Background: an optimization exercise with open tools, aiming at small area, a short achievable clock period and few clock cycles per item. Do not read the settings as production practice. Function was checked by simulation only, so behaviour that the tests miss may differ from the original.

==> flow/design.v <==
package rv_core_pkg;
    localparam int DATA_BITS = 32;
    localparam int PHYS_TAG_BITS = 6;
    localparam int BRANCH_DEPTH = 4;
    typedef logic [DATA_BITS-1:0]     data_t;
    typedef logic [PHYS_TAG_BITS-1:0] phys_reg_t;
    typedef logic [BRANCH_DEPTH-1:0] branch_mask_t;
    typedef enum logic [1:0] {
        MUL    = 2'd0,  
        MULH   = 2'd1,  
        MULHSU = 2'd2,  
        MULHU  = 2'd3   
    } mult_func_t;
    typedef struct packed {
        data_t        source_1;
        data_t        source_2;
        mult_func_t   func;
        phys_reg_t    dest_tag;
        branch_mask_t branch_mask;
    } mult_issue_t;
    typedef struct packed {
        data_t        result;
        phys_reg_t    dest_tag;
        branch_mask_t branch_mask;
    } cdb_packet_t;
    function automatic logic branch_killed(
        input branch_mask_t mask,
        input branch_mask_t squash
    );
        branch_killed = |(mask & squash);
    endfunction
    function automatic branch_mask_t branch_cleared(
        input branch_mask_t mask,
        input branch_mask_t clear
    );
        branch_cleared = mask & ~clear;
    endfunction
endpackage
package mult_pkg;
    localparam int PRODUCT_BITS = 64;  
    localparam int MULT_STAGES = 4;
    localparam int SLICE_BITS = PRODUCT_BITS / MULT_STAGES;
    typedef logic [PRODUCT_BITS-1:0] product_t;
    typedef logic [SLICE_BITS-1:0]   slice_t;
    typedef struct packed {
        product_t                  partial_sum;   
        product_t                  multiplier;    
        product_t                  multiplicand;  
        logic [1:0]                func;          
        logic [5:0]                dest_tag;      
        logic [3:0]                branch_mask;   
    } mult_work_t;
endpackage
`timescale 1ns/1ns
module mult_stage (
    input  logic                      clock,
    input  logic                      reset,
    input  logic                      in_valid,
    output logic                      in_ready,
    input  mult_pkg::mult_work_t      in_work,
    output logic                      out_valid,
    input  logic                      out_ready,
    output mult_pkg::mult_work_t      out_work,
    input  rv_core_pkg::branch_mask_t squash_mask,
    input  rv_core_pkg::branch_mask_t clear_mask
);
    logic       valid_q;
    mult_pkg::mult_work_t work_q;
    mult_pkg::mult_work_t next_work;
    mult_pkg::slice_t     slice;
    logic       in_killed;
    logic       held_killed;
    assign in_killed   = rv_core_pkg::branch_killed(in_work.branch_mask, squash_mask);
    assign held_killed = rv_core_pkg::branch_killed(work_q.branch_mask, squash_mask);
    assign in_ready = !valid_q || out_ready;
    assign out_valid = valid_q && !held_killed;
    assign out_work  = work_q;
    always_comb begin
        slice                  = in_work.multiplier[mult_pkg::SLICE_BITS-1:0];
        next_work              = in_work;
        next_work.partial_sum  = in_work.partial_sum + mult_pkg::product_t'(slice) * in_work.multiplicand;
        next_work.multiplier   = in_work.multiplier >> mult_pkg::SLICE_BITS;
        next_work.multiplicand = in_work.multiplicand << mult_pkg::SLICE_BITS;
        next_work.branch_mask  = rv_core_pkg::branch_cleared(in_work.branch_mask, clear_mask);
    end
    always_ff @(posedge clock) begin
        if (reset) begin
            valid_q <= 1'b0;
        end else if (in_ready) begin
            valid_q <= in_valid && !in_killed;  
        end else if (held_killed) begin
            valid_q <= 1'b0;
        end
    end
    always_ff @(posedge clock) begin
        if (in_ready && in_valid) begin
            work_q <= next_work;
        end else begin
            work_q.branch_mask <= rv_core_pkg::branch_cleared(work_q.branch_mask, clear_mask);
        end
    end
endmodule
`timescale 1ns/1ns
module mult_unit (
    input  logic                      clock,
    input  logic                      reset,
    input  logic                      issue_valid,
    output logic                      issue_ready,
    input  rv_core_pkg::mult_issue_t  issue,
    output logic                      cdb_valid,
    input  logic                      cdb_ready,
    output rv_core_pkg::cdb_packet_t  cdb,
    input  rv_core_pkg::branch_mask_t squash_mask,
    input  rv_core_pkg::branch_mask_t clear_mask
);
    logic [mult_pkg::MULT_STAGES:0] chain_valid;
    logic [mult_pkg::MULT_STAGES:0] chain_ready;
    localparam int WORK_BITS = 3 * mult_pkg::PRODUCT_BITS + 12;  
    logic [(mult_pkg::MULT_STAGES+1)*WORK_BITS-1:0] chain_work;  
    mult_pkg::mult_work_t issue_work;
    mult_pkg::mult_work_t final_work;
    rv_core_pkg::data_t      result_word;
    always_comb begin
        issue_work.partial_sum = '0;
        issue_work.func        = issue.func;
        issue_work.dest_tag    = issue.dest_tag;
        issue_work.branch_mask = issue.branch_mask;
        case (issue.func)
            rv_core_pkg::MUL, rv_core_pkg::MULH, rv_core_pkg::MULHSU: begin
                issue_work.multiplicand = {{rv_core_pkg::DATA_BITS{issue.source_1[rv_core_pkg::DATA_BITS-1]}},
                                           issue.source_1};
            end
            default: begin
                issue_work.multiplicand = {{rv_core_pkg::DATA_BITS{1'b0}}, issue.source_1};
            end
        endcase
        case (issue.func)
            rv_core_pkg::MUL, rv_core_pkg::MULH: begin
                issue_work.multiplier = {{rv_core_pkg::DATA_BITS{issue.source_2[rv_core_pkg::DATA_BITS-1]}},
                                         issue.source_2};
            end
            default: begin
                issue_work.multiplier = {{rv_core_pkg::DATA_BITS{1'b0}}, issue.source_2};
            end
        endcase
    end
    assign chain_valid[0] = issue_valid;
    assign chain_work[0 +: WORK_BITS] = issue_work;
    assign issue_ready    = chain_ready[0];
    assign chain_ready[mult_pkg::MULT_STAGES] = cdb_ready;
    for (genvar i = 0; i < mult_pkg::MULT_STAGES; i++) begin : stage_g
        mult_stage stage_i (
            .clock       (clock),
            .reset       (reset),
            .in_valid    (chain_valid[i]),
            .in_ready    (chain_ready[i]),
            .in_work     (chain_work[i*WORK_BITS +: WORK_BITS]),
            .out_valid   (chain_valid[i+1]),
            .out_ready   (chain_ready[i+1]),
            .out_work    (chain_work[(i+1)*WORK_BITS +: WORK_BITS]),
            .squash_mask (squash_mask),
            .clear_mask  (clear_mask)
        );
    end
    assign final_work = chain_work[mult_pkg::MULT_STAGES*WORK_BITS +: WORK_BITS];
    always_comb begin
        if (final_work.func == rv_core_pkg::MUL) begin
            result_word = final_work.partial_sum[rv_core_pkg::DATA_BITS-1:0];
        end else begin
            result_word = final_work.partial_sum[mult_pkg::PRODUCT_BITS-1:rv_core_pkg::DATA_BITS];
        end
    end
    assign cdb_valid       = chain_valid[mult_pkg::MULT_STAGES];  
    assign cdb.result      = result_word;
    assign cdb.dest_tag    = final_work.dest_tag;
    assign cdb.branch_mask = rv_core_pkg::branch_cleared(final_work.branch_mask, clear_mask);
endmodule
`timescale 1ns/1ns
module mult_unit_top (
    input  logic        clock,
    input  logic        reset,
    input  logic        issue_valid,
    output logic        issue_ready,
    input  logic [31:0] issue_source_1,
    input  logic [31:0] issue_source_2,
    input  logic [1:0]  issue_func,
    input  logic [5:0]  issue_dest_tag,
    input  logic [3:0]  issue_branch_mask,
    output logic        cdb_valid,
    input  logic        cdb_ready,
    output logic [31:0] cdb_result,
    output logic [5:0]  cdb_dest_tag,
    output logic [3:0]  cdb_branch_mask,
    input  logic [3:0]  squash_mask,
    input  logic [3:0]  clear_mask
);
    rv_core_pkg::mult_issue_t issue;
    rv_core_pkg::cdb_packet_t cdb;
    assign issue.source_1    = issue_source_1;
    assign issue.source_2    = issue_source_2;
    assign issue.func        = rv_core_pkg::mult_func_t'(issue_func);
    assign issue.dest_tag    = issue_dest_tag;
    assign issue.branch_mask = issue_branch_mask;
    mult_unit unit_i (
        .clock       (clock),
        .reset       (reset),
        .issue_valid (issue_valid),
        .issue_ready (issue_ready),
        .issue       (issue),
        .cdb_valid   (cdb_valid),
        .cdb_ready   (cdb_ready),
        .cdb         (cdb),
        .squash_mask (squash_mask),
        .clear_mask  (clear_mask)
    );
    assign cdb_result      = cdb.result;
    assign cdb_dest_tag    = cdb.dest_tag;
    assign cdb_branch_mask = cdb.branch_mask;
endmodule
==> flow/run.sh <==
#!/bin/bash
# synth_recipe.tcl (not shown) runs the flow's synth.tcl, then flattens the netlist and writes it again
# the make line also repeats each setting of config.mk as NAME=value (left out here)
make -C /OpenROAD-flow-scripts/flow DESIGN_CONFIG=/design/flow/config.mk WORK_HOME=/design/flow/orfs CLKGATE_MAP_FILE= SYNTH_SCRIPT=/design/flow/synth_recipe.tcl finish
==> flow/config.mk <==
export PLATFORM = sky130hd
export DESIGN_NAME = mult_unit_top
export DESIGN_NICKNAME = mult_unit_top
export VERILOG_FILES = /design/flow/design.v
export SDC_FILE = /design/flow/constraint.sdc
export NUM_CORES = 4
export LEC_CHECK = 0
export CAP_MARGIN = 20
export CORE_MARGIN = 2
export CORE_UTILIZATION = 40
export SLEW_MARGIN = 20
==> flow/constraint.sdc <==
create_clock -name core_clock -period 10.0 [get_ports {clock}]
set_input_delay 2.0000 -clock core_clock [delete_from_list [all_inputs] [get_ports {clock}]]
set_output_delay 2.0000 -clock core_clock [all_outputs]
set_load 0.01 [all_outputs]
==> flow_metrics.py <==
metrics = {
    "outcome": {
        "status": "timing/DRC/antenna clean",
    },
    "clock_network": {
        "cts_buffers": 51,
        "postCtsHoldBufs": 0,
        "clk_pin_slew_ns": 0.06,
        "h-tree-depth": 2,
        "cts_sinks": 408,
        "clk_latency_ns": 0.67,
        "clockBufferDepth": 3,
        "cts_tree": "yes",
        "root_buffer": "clkbuf_16",
    },
    "global_routing": {
        "antenna_found_initial": 3,
        "grt_max_degree": 78,
        "grtUsageTotal": 0.213,
        "overflow": 0,
        "grt_pass1_vias": 45600,
        "grt_pass1_wl_mm": 261,
    },
    "floorplan": {
        "die_w_um": 397,
        "dieArea_um2": 158000,
        "start_util": 0.402,
        "std_cell_rows": 144,
        "die_h_um": 397,
        "core_area_um2": 154000,
        "io_pins": 132,
    },
    "yosys": {
        "netlist_area_um2": 61900,
        "synthCells": 6099,
        "synth_top_area_cell": "fa_1",
        "synth_common_cells": "inv_1 (1,330), fa_1 (1,262), nand2_1 (866)",
        "syn_area_per_cell_um2": 10.1,
        "synth_area_leaders": "fa_1 (41%), edfxtp_1 (19%), inv_1 (8.1%)",
        "ys.flop_type": "edfxtp_1",
        "yosysTopAreaCellShare": 0.408,
        "ys_ff_latch": 408,
        "yosysSeqAreaShare": 0.195,
        "async_reset_ff_frac": 0,
        "synth_most_common_cell": "inv_1",
        "synth.distinct_cells": 84,
        "synth-edff-count": 388,
        "yosysWarnings": 2,
        "synth.net_count": 7817,
    },
    "worst_setup_path": {
        "cpPeakStageDelay_ns": 0.79,
        "cp-end-kind": "flop",
        "crit_top_cell": "fa_1",
        "startpoint_type": "flop",
        "cp_max_fo": 15,
        "worstSetupPathType": "reg -> reg",
        "slowest_stage": "edfxtp_1",
        "r2r_slack_ns": 0.45,
        "arrival_ns": 9.96,
        "critical_path_required_ns": 10.41,
    },
    "routing": {
        "drc": 0,
        "via_per_inst": 5.07,
        "vias": 42100,
        "routed_wl_mm": 163,
        "dr.pass1.iters": 7,
        "drt-initial-drc-count": 2818,
        "routedWlPerCell_um": 19.6,
        "ant_nets": 0,
    },
    "placement": {
        "routabilityCongestion": 0.898,
        "port_buffers": 131,
        "placed_cell_area_um2": 66000,
        "dp.final_hpwl_mm": 136,
    },
    "timing": {
        "max-slew-margin-rel": 0.309,
        "rsz0062_at_grt": "false",
        "tightest_slew_ns": 1.04,
        "final_hold_viol_count": 0,
        "setup_tns_ns": 0,
        "fmax_mhz": 105,
        "period_needed_ns": 9.55,
        "finalMaxSlewViolations": 0,
        "setup_violations": 0,
        "fin_skew_ns": 0.0719,
        "finalCritPeriodShare": 0.955,
    },
    "layout": {
        "syn_to_final_growth_pct": 9.56,
        "nNetsFinal": 7929,
        "fillerInstances": 14800,
        "design_area_um2": 67800,
        "drive_above_1_share": 0.0435,
        "multiInputGateArea_um2": 44100,
        "regArea_um2": 12100,
    },
    "job": {
        "cap_violations": 0,
    },
    "worst_hold_path": {
        "holdCritPathClass": "reg -> reg",
    },
}
[final timing paths]
path / start / endpoint / depth (start not counted)
worst max register to register: unit_i.stage_g[0].stage_i.work_q[77]$_DFFE_PP_ / unit_i.stage_g[1].stage_i.work_q[203]$_DFFE_PP_ / 33
worst max-delay path: unit_i.stage_g[0].stage_i.work_q[77]$_DFFE_PP_ / unit_i.stage_g[1].stage_i.work_q[203]$_DFFE_PP_ / 33
worst min register to register: unit_i.stage_g[2].stage_i.work_q[11]$_DFFE_PP_ / unit_i.stage_g[3].stage_i.work_q[11]$_DFFE_PP_ / 0
worst min-delay path: unit_i.stage_g[2].stage_i.work_q[11]$_DFFE_PP_ / unit_i.stage_g[3].stage_i.work_q[11]$_DFFE_PP_ / 0
[final cells by class]
| type | count | share of cell area |
|---|---|---|
| Timing Repair Buffer | 260 | 0.0347 |
| Clock inverter | 37 | 0.00679 |
| Tap cell | 2044 | 0.0377 |
| Inverter | 1331 | 0.0739 |
| Sequential cell | 408 | 0.178 |
| Antenna cell | 4 | 0.000148 |
| Multi-Input combinational cell | 4159 | 0.650 |
| Clock buffer | 55 | 0.0190 |
[logic make-up after synthesis]
| logic type | share of synthesized area |
|---|---|
| xor+xnor | 0.0360 |
| buf+inv | 0.0933 |
| flops | 0.195 |
| fa+ha+maj | 0.483 |
| simple gates | 0.120 |
| mux | 0.00598 |
| compound gates | 0.0675 |
[placed cells by master, fill, tap and decap left out, drive strengths merged, types with 32 or more instances in the layout]
cell / n
and2: 393
xnor2: 190
a21oi: 223
nand3: 37
o21bai: 34
inv: 1335
clkbuf: 55
buf: 130
nor3: 46
nand2: 866
ha: 368
fa: 1262
o21ai: 121
clkdlybuf4s50: 130
edfxtp: 388
xor2: 62
nor2: 116
mux2: 32
a21o: 81
o21a: 34
[sequential cells by signal, summed over array words and instances (netlist names)]
register	flops
unit_i.stage_g.stage_i.work_q	404
unit_i.stage_g.stage_i.valid_q	4
[per-layer routing]
metal / routed length [um] / global-route usage
met3: 9380 / 0.0255
met1: 73100 / 0.305
met5: 0 / 0
met2: 76700 / 0.348
met4: 3520 / 0.0499
[critical path, delay by kind of cell (launching register included)]
| kind | cells | cell delay (ns) |
|---|---|---|
| DFF | 1 | 0.79 |
| AOI/OAI and AO/OA | 12 | 2.74 |
| buffers and inverters | 4 | 0.45 |
| xor gates and xnor gates | 2 | 0.56 |
| and+or+nand+nor | 7 | 0.94 |
| adders and majority gates | 8 | 3.81 |
[repair_timing]
item,4_1_cts,5_1_grt
setup buffers,0,2
resized for setup,0,2
setup endpoints to repair,0,1
[stage by stage]
step	hold WS [ns]	utilization	instances	setup WS (ns)
2_1_floorplan	0.400	-	6099	1.64
3_3_place_gp	0.401	0.429	8200	0.553
3_5_place_dp	0.405	0.429	8200	0.570
4_1_cts	0.379	0.440	8292	0.517
5_1_grt	0.393	0.441	8294	0.0622
6_report	0.377	0.441	8298	0.450
Testbench counts, summed over its fixed seeds: cycles 2,080, items 2,048.

-- re-timing with driven ports --
How much do the figures lean on ideal ports? The routed layout below was timed once more, with nothing changed but the port constraints.
Step 1, drivers: a clkbuf_16 drives clock and a buf_2 each remaining input, both assumed.
Step 2 times the ports against the registers' clock, not the clock port: input delays grow and output delays shrink by t, the midpoint of the rising clock arrivals with the driver on.
a / b / c = ideal / step 1 / step 2; a / b = the first two.
t (ns): 0.703
slack for setup (ns): 0.450 / 0.450 / 0.450
worst setup path after step 2: register to register
clock arrival spread, ns: 0.071 / 0.072
slew at the worst register clock pin (ns): 0.07 / 0.07
After both steps this run still meets setup and hold. The setup slack of this run moves by 0.000 ns with the drivers and by 0.000 ns with both steps.
